This design comes from an exercise in tuning for small area, a short achievable clock period and few clock cycles per item on the open sky130 flow, not from production work. Only simulation tests tie the RTL to the original design; equivalence was not proved. Power figures rest on the tool's default switching activity, not on a simulated workload.

==> inputs of wip/maple <==
Design mvm_top, start of the top module:
module mvm_top (
	input  logic           clk,
	input  logic           reset,
	input  logic           load_matrix,
	input  logic           load_vector,
	input  logic           start,
	input  mvm_pkg::elem_t data_in,
	output logic           done,
	output mvm_pkg::acc_t  data_out
);
	logic [mvm_pkg::ROWS-1:0] row_ins;
	logic                     vec_ins;
	logic [mvm_pkg::PH_W-1:0] x_sel;
	logic                     x_valid;
	logic                     m_first;
	mvm_pkg::elem_t           data_q;
	mvm_pkg::elem_t           x_src;
	logic [9:0]               xm1, xm2, xm3, xn1, xn2;
	logic [9:0]               x_ext;
	logic [mvm_pkg::RING-1:0][mvm_pkg::DATA_W-1:0] x_slot;
	mvm_pkg::acc_t [mvm_pkg::ROWS-1:0] acc_s;
	mvm_pkg::acc_t [mvm_pkg::ROWS-1:0] acc_c;
	mvm_sequencer seq_i (
		.clk        (clk),
		.reset      (reset),
		.load_matrix(load_matrix),
		.load_vector(load_vector),
		.start      (start),
		.row_ins    (row_ins),
		.vec_ins    (vec_ins),
		.x_sel      (x_sel),
		.x_valid    (x_valid),
		.m_first    (m_first),
		.done       (done)
	);
	word_ram #(
  ...
==> flow/config.mk <==
export PLATFORM = sky130hd
export DESIGN_NAME = mvm_top
export DESIGN_NICKNAME = mvm_top
export VERILOG_FILES = /design/flow/design.v
export SDC_FILE = /design/flow/constraint.sdc
export NUM_CORES = 4
export LEC_CHECK = 0
export ABC_AREA = 1
export CAP_MARGIN = 20
export CORE_MARGIN = 2
export CORE_UTILIZATION = 40
export SLEW_MARGIN = 20
==> flow/constraint.sdc <==
create_clock -name core_clock -period 6.5 [get_ports {clk}]
set_input_delay 1.3000 -clock core_clock [delete_from_list [all_inputs] [get_ports {clk}]]
set_output_delay 1.3000 -clock core_clock [all_outputs]
set_load 0.01 [all_outputs]
run.sh (not shown) runs the stock make flow with config.mk's settings and CLKGATE_MAP_FILE= SYNTH_SCRIPT=/design/flow/synth_recipe.tcl, a recipe that flattens the netlist after the stock synthesis.
==> wip/sierra: changes against wip/maple <==
--- a/flow/design.v
+++ b/flow/design.v
@@ -306,43 +306,52 @@
 		acc_c <= c_next;
 	end
 endmodule
 `default_nettype wire
 `timescale 1ns/1ps
 `default_nettype none
 module result_store (
 	input  logic                              clk,
-	input  logic                              first,     
+	input  logic                              rd_go,     
 	input  mvm_pkg::acc_t [mvm_pkg::ROWS-1:0] acc_s,
 	input  mvm_pkg::acc_t [mvm_pkg::ROWS-1:0] acc_c,
 	output mvm_pkg::acc_t                     data_out
 );
-	logic [3:0] rd_idx;
-	logic [3:0] sel;
-	assign sel = first ? 4'd0 : rd_idx;
+	logic [mvm_pkg::ROWS-1:0] rd_oh;   
+	mvm_pkg::acc_t            sel_s;
+	mvm_pkg::acc_t            sel_c;
+	always_comb begin
+		sel_s = '0;
+		sel_c = '0;
+		for (int r = 0; r < mvm_pkg::ROWS; r++) begin
+			sel_s |= acc_s[r] & {mvm_pkg::ACC_W{rd_oh[r]}};
+			sel_c |= acc_c[r] & {mvm_pkg::ACC_W{rd_oh[r]}};
+		end
+	end
 	always_ff @(posedge clk) begin
-		rd_idx   <= sel + 4'd1;
-		data_out <= acc_s[sel] + acc_c[sel];
+		rd_oh    <= rd_go ? mvm_pkg::ROWS'(1) : {rd_oh[mvm_pkg::ROWS-2:0], 1'b0};
+		data_out <= sel_s + sel_c;
 	end
 endmodule
 `default_nettype wire
 `timescale 1ns/1ps
 `default_nettype none
 module mvm_sequencer (
 	input  logic                      clk,
 	input  logic                      reset,
 	input  logic                      load_matrix,
 	input  logic                      load_vector,
 	input  logic                      start,
 	output logic [mvm_pkg::ROWS-1:0]  row_ins,    
 	output logic                      vec_ins,    
 	output logic [mvm_pkg::PH_W-1:0]  x_sel,      
 	output logic                      x_valid,    
 	output logic                      m_first,    
+	output logic                      rd_go,      
 	output logic                      done
 );
 	localparam logic [mvm_pkg::PH_W-1:0] PH_LAST = mvm_pkg::PH_W'(mvm_pkg::RING - 1);
 	logic [mvm_pkg::PH_W-1:0] ph;
 	logic       m_act;
 	logic [7:0] m_cnt;
 	logic [3:0] v_cnt;
 	logic       aligned;    
@@ -421,25 +430,26 @@
 				fb_run  <= 1'b1;
 			end
 			if (fb_run && ph == PH_LAST) begin
 				fb_run <= 1'b0;
 			end
 		end
 	end
 	assign x_valid = (vec_ins && aligned) || fb_run;
+	assign rd_go   = !reset && ((start && valid) || m_fb_last);
 	always_ff @(posedge clk) begin
 		if (reset) begin
 			m_first   <= 1'b0;
 			m_fb_last <= 1'b0;
 			done      <= 1'b0;
 		end else begin
 			m_first   <= x_valid && (ph == 5'd1);
 			m_fb_last <= fb_run && (ph == PH_LAST);
-			done      <= (start && valid) || m_fb_last;
+			done      <= rd_go;
 		end
 	end
 endmodule
 `default_nettype wire
 `timescale 1ns/1ps
 `default_nettype none
 module mvm_top (
 	input  logic           clk,
@@ -450,16 +460,17 @@
 	input  mvm_pkg::elem_t data_in,
 	output logic           done,
 	output mvm_pkg::acc_t  data_out
 );
 	logic [mvm_pkg::ROWS-1:0] row_ins;
 	logic                     vec_ins;
 	logic [mvm_pkg::PH_W-1:0] x_sel;
 	logic                     x_valid;
+	logic                     rd_go;
 	logic                     m_first;
 	mvm_pkg::elem_t           data_q;
 	mvm_pkg::elem_t           x_src;
 	logic [9:0]               xm1, xm2, xm3, xn1, xn2;
 	logic [9:0]               x_ext;
 	logic [mvm_pkg::RING-1:0][mvm_pkg::DATA_W-1:0] x_slot;
 	mvm_pkg::acc_t [mvm_pkg::ROWS-1:0] acc_s;
 	mvm_pkg::acc_t [mvm_pkg::ROWS-1:0] acc_c;
@@ -469,16 +480,17 @@
 		.load_matrix(load_matrix),
 		.load_vector(load_vector),
 		.start      (start),
 		.row_ins    (row_ins),
 		.vec_ins    (vec_ins),
 		.x_sel      (x_sel),
 		.x_valid    (x_valid),
 		.m_first    (m_first),
+		.rd_go      (rd_go),
 		.done       (done)
 	);
 	word_ram #(
 		.WIDTH(mvm_pkg::DATA_W),
 		.DEPTH(mvm_pkg::RING)
 	) vec_ring_i (
 		.clk  (clk),
 		.ins  (vec_ins),
@@ -511,15 +523,15 @@
 			.xn1     (xn1),
 			.xn2     (xn2),
 			.acc_s   (acc_s[r]),
 			.acc_c   (acc_c[r])
 		);
 	end
 	result_store res_i (
 		.clk      (clk),
-		.first    (done),
+		.rd_go    (rd_go),
 		.acc_s    (acc_s),
 		.acc_c    (acc_c),
 		.data_out (data_out)
 	);
 endmodule
 `default_nettype wire
- ABC_AREA: 1 -> 0
- ABC_CLOCK_PERIOD_IN_PS: unset -> 3000
- CORE_UTILIZATION: 40 -> 50
- SETUP_SLACK_MARGIN: unset -> 3.2
==> comparison <==
- Of wip/maple and wip/sierra, wip/sierra has the higher design area (gap 2.4%, measured against wip/sierra).
- Sequential power: wip/maple is higher than wip/sierra (about 5%).
- Final cell count: wip/maple is larger than wip/sierra (about 16%).
- Against wip/sierra, the maximum frequency of wip/maple is smaller by about 24%.
- Between wip/sierra and wip/maple, the lower setup slack is in wip/maple (gap 1000 ps).
- Between wip/sierra and wip/maple, the lower total power is in wip/sierra (gap about 14%, measured against wip/maple).
- In wip/sierra the first-iteration DRC count is lower than in wip/maple, by about 12%.
- In clock power, wip/maple and wip/sierra hardly differ.
- Of wip/maple and wip/sierra, wip/maple has the higher combinational power (gap 130%, measured against wip/sierra).
Testbench counts of wip/maple, summed over its fixed seeds: cycles 10,104, items 192.
Testbench counts of wip/sierra, summed over its fixed seeds: cycles 10,104, items 192.

---

==> run C <==
RTL: one of the versions met above, not the one the previous note started from.
Design mvm_top, start of the top module:
module mvm_top (
	input  logic           clk,
	input  logic           reset,
	input  logic           load_matrix,
	input  logic           load_vector,
	input  logic           start,
	input  mvm_pkg::elem_t data_in,
	output logic           done,
	output mvm_pkg::acc_t  data_out
);
	logic [mvm_pkg::ROWS-1:0] row_ins;
	logic                     vec_ins;
	logic [mvm_pkg::PH_W-1:0] x_sel;
	logic                     x_valid;
	logic                     rd_go;
	logic                     m_first;
	mvm_pkg::elem_t           data_q;
	mvm_pkg::elem_t           x_src;
	logic [9:0]               xm1, xm2, xm3, xn1, xn2;
	logic [9:0]               x_ext;
	logic [mvm_pkg::RING-1:0][mvm_pkg::DATA_W-1:0] x_slot;
	mvm_pkg::acc_t [mvm_pkg::ROWS-1:0] acc_s;
	mvm_pkg::acc_t [mvm_pkg::ROWS-1:0] acc_c;
	mvm_sequencer seq_i (
		.clk        (clk),
		.reset      (reset),
		.load_matrix(load_matrix),
		.load_vector(load_vector),
		.start      (start),
		.row_ins    (row_ins),
		.vec_ins    (vec_ins),
		.x_sel      (x_sel),
  ...
export LEC_CHECK = 0
export ABC_AREA = 0
export ABC_CLOCK_PERIOD_IN_PS = 3000
export CAP_MARGIN = 20
export CORE_MARGIN = 2
export CORE_UTILIZATION = 50
export CTS_BUF_LIST = sky130_fd_sc_hd__clkbuf_4 sky130_fd_sc_hd__clkbuf_8
export SETUP_SLACK_MARGIN = 3.3
export SLEW_MARGIN = 20
create_clock -name core_clock -period 6.5 [get_ports {clk}]
==> run Y: changes against run C <==
- ABC_AREA: 0 -> 1
- ABC_CLOCK_PERIOD_IN_PS: 3000 -> default
- CTS_BUF_LIST: sky130_fd_sc_hd__clkbuf_4 sky130_fd_sc_hd__clkbuf_8 -> default
- SETUP_SLACK_MARGIN: 3.3 -> 3.2
==> summary.txt <==
total combinational power 4970 µW; violated checks antenna rules; initial antenna violation count 51; Post-DP Area roughly 100000 µm²; hold path start g_row[6].row_i.ring_i.slot[94]$_DFF_P_; ANT cells 31; Synth Area in Compound Gates just under 8%; FILL cells 16.0k; status complete, but fails checks; wire length on met1 between 100000 and 150000 µm; number of antenna-violating nets in the routed design 1; Post-Synth XOR/XNOR Area less than 1%; post-synthesis simple-gate area fraction between 6 and 7%; Worst setup startpoint seq_i.x_sel[0]$_DFFE_PP_; Crit path top cell by count buf_4; Hold Path End g_row[6].row_i.ring_i.slot[102]$_DFF_P_; FF+latch area between 50000 and 60000 µm²
# the run above: run C

==> summary.txt <==
status no timing/DRC/antenna violations; FF+latch area just under 60000 µm²; Core Footprint ~190000 µm²; Hold Path End g_row[13].row_i.ring_i.slot[72]$_DFF_P_; FILL cells 15.7k; clock latency (worst-skew pair) between 0.9 and 1 ns; ANT cells 7; Min-Delay Path Depth 0; switch share between 20 and 30%; Worst setup startpoint res_i.rd_oh[8]$_SDFF_PP0_; met2 wire length around 120000 µm; initial antenna violation count 31; FF+latch count, synth ~2.9k; total combinational power approximately 7800 µW; hold path start g_row[13].row_i.ring_i.slot[64]$_DFF_P_; number of antenna-violating nets in the routed design 0; Post-DP Area slightly below 100000 µm²; Post-Synth XOR/XNOR Area less than 1%; uppermost routed layer met5; Synth Area in Compound Gates under 10%
# the run above: run Y

Testbench counts of run C, summed over its fixed seeds: cycles 10,104, items 192.
Testbench counts of run Y, summed over its fixed seeds: cycles 10,104, items 192.

==> port drivers added, routing unchanged <==
No port has a modelled driver above. Below, the same layouts with a new extraction and two added sets of constraints.
Step 1: set_driving_cell puts a clkbuf_16 on clk and a buf_2 on each other input, an assumption about the parent block.
Step 2 moves the port delays by t, midway between the first and last clock arrival at a register: inputs arrive t later, outputs are due t later. That takes back most of the time a late clock gives input paths.
Three values: ideal ports, drivers, drivers and shift; two values: the first two.
run | shift t [ns] | setup WS [ns] | worst register clock-pin slew, ns
wip/maple | 1.018 | 2.110 / 2.110 / 2.110 | 0.07 / 0.07
wip/sierra | 1.004 | 3.153 / 3.153 / 2.628 | 0.07 / 0.07
run C | 1.160 | 3.269 / 3.269 / 2.659 | 0.07 / 0.07
run Y | 1.018 | 3.163 / 3.163 / 2.778 | 0.07 / 0.07
For run C, which loses most, drivers alone change the setup slack by 0.000 ns; drivers and shift together by -0.610 ns.
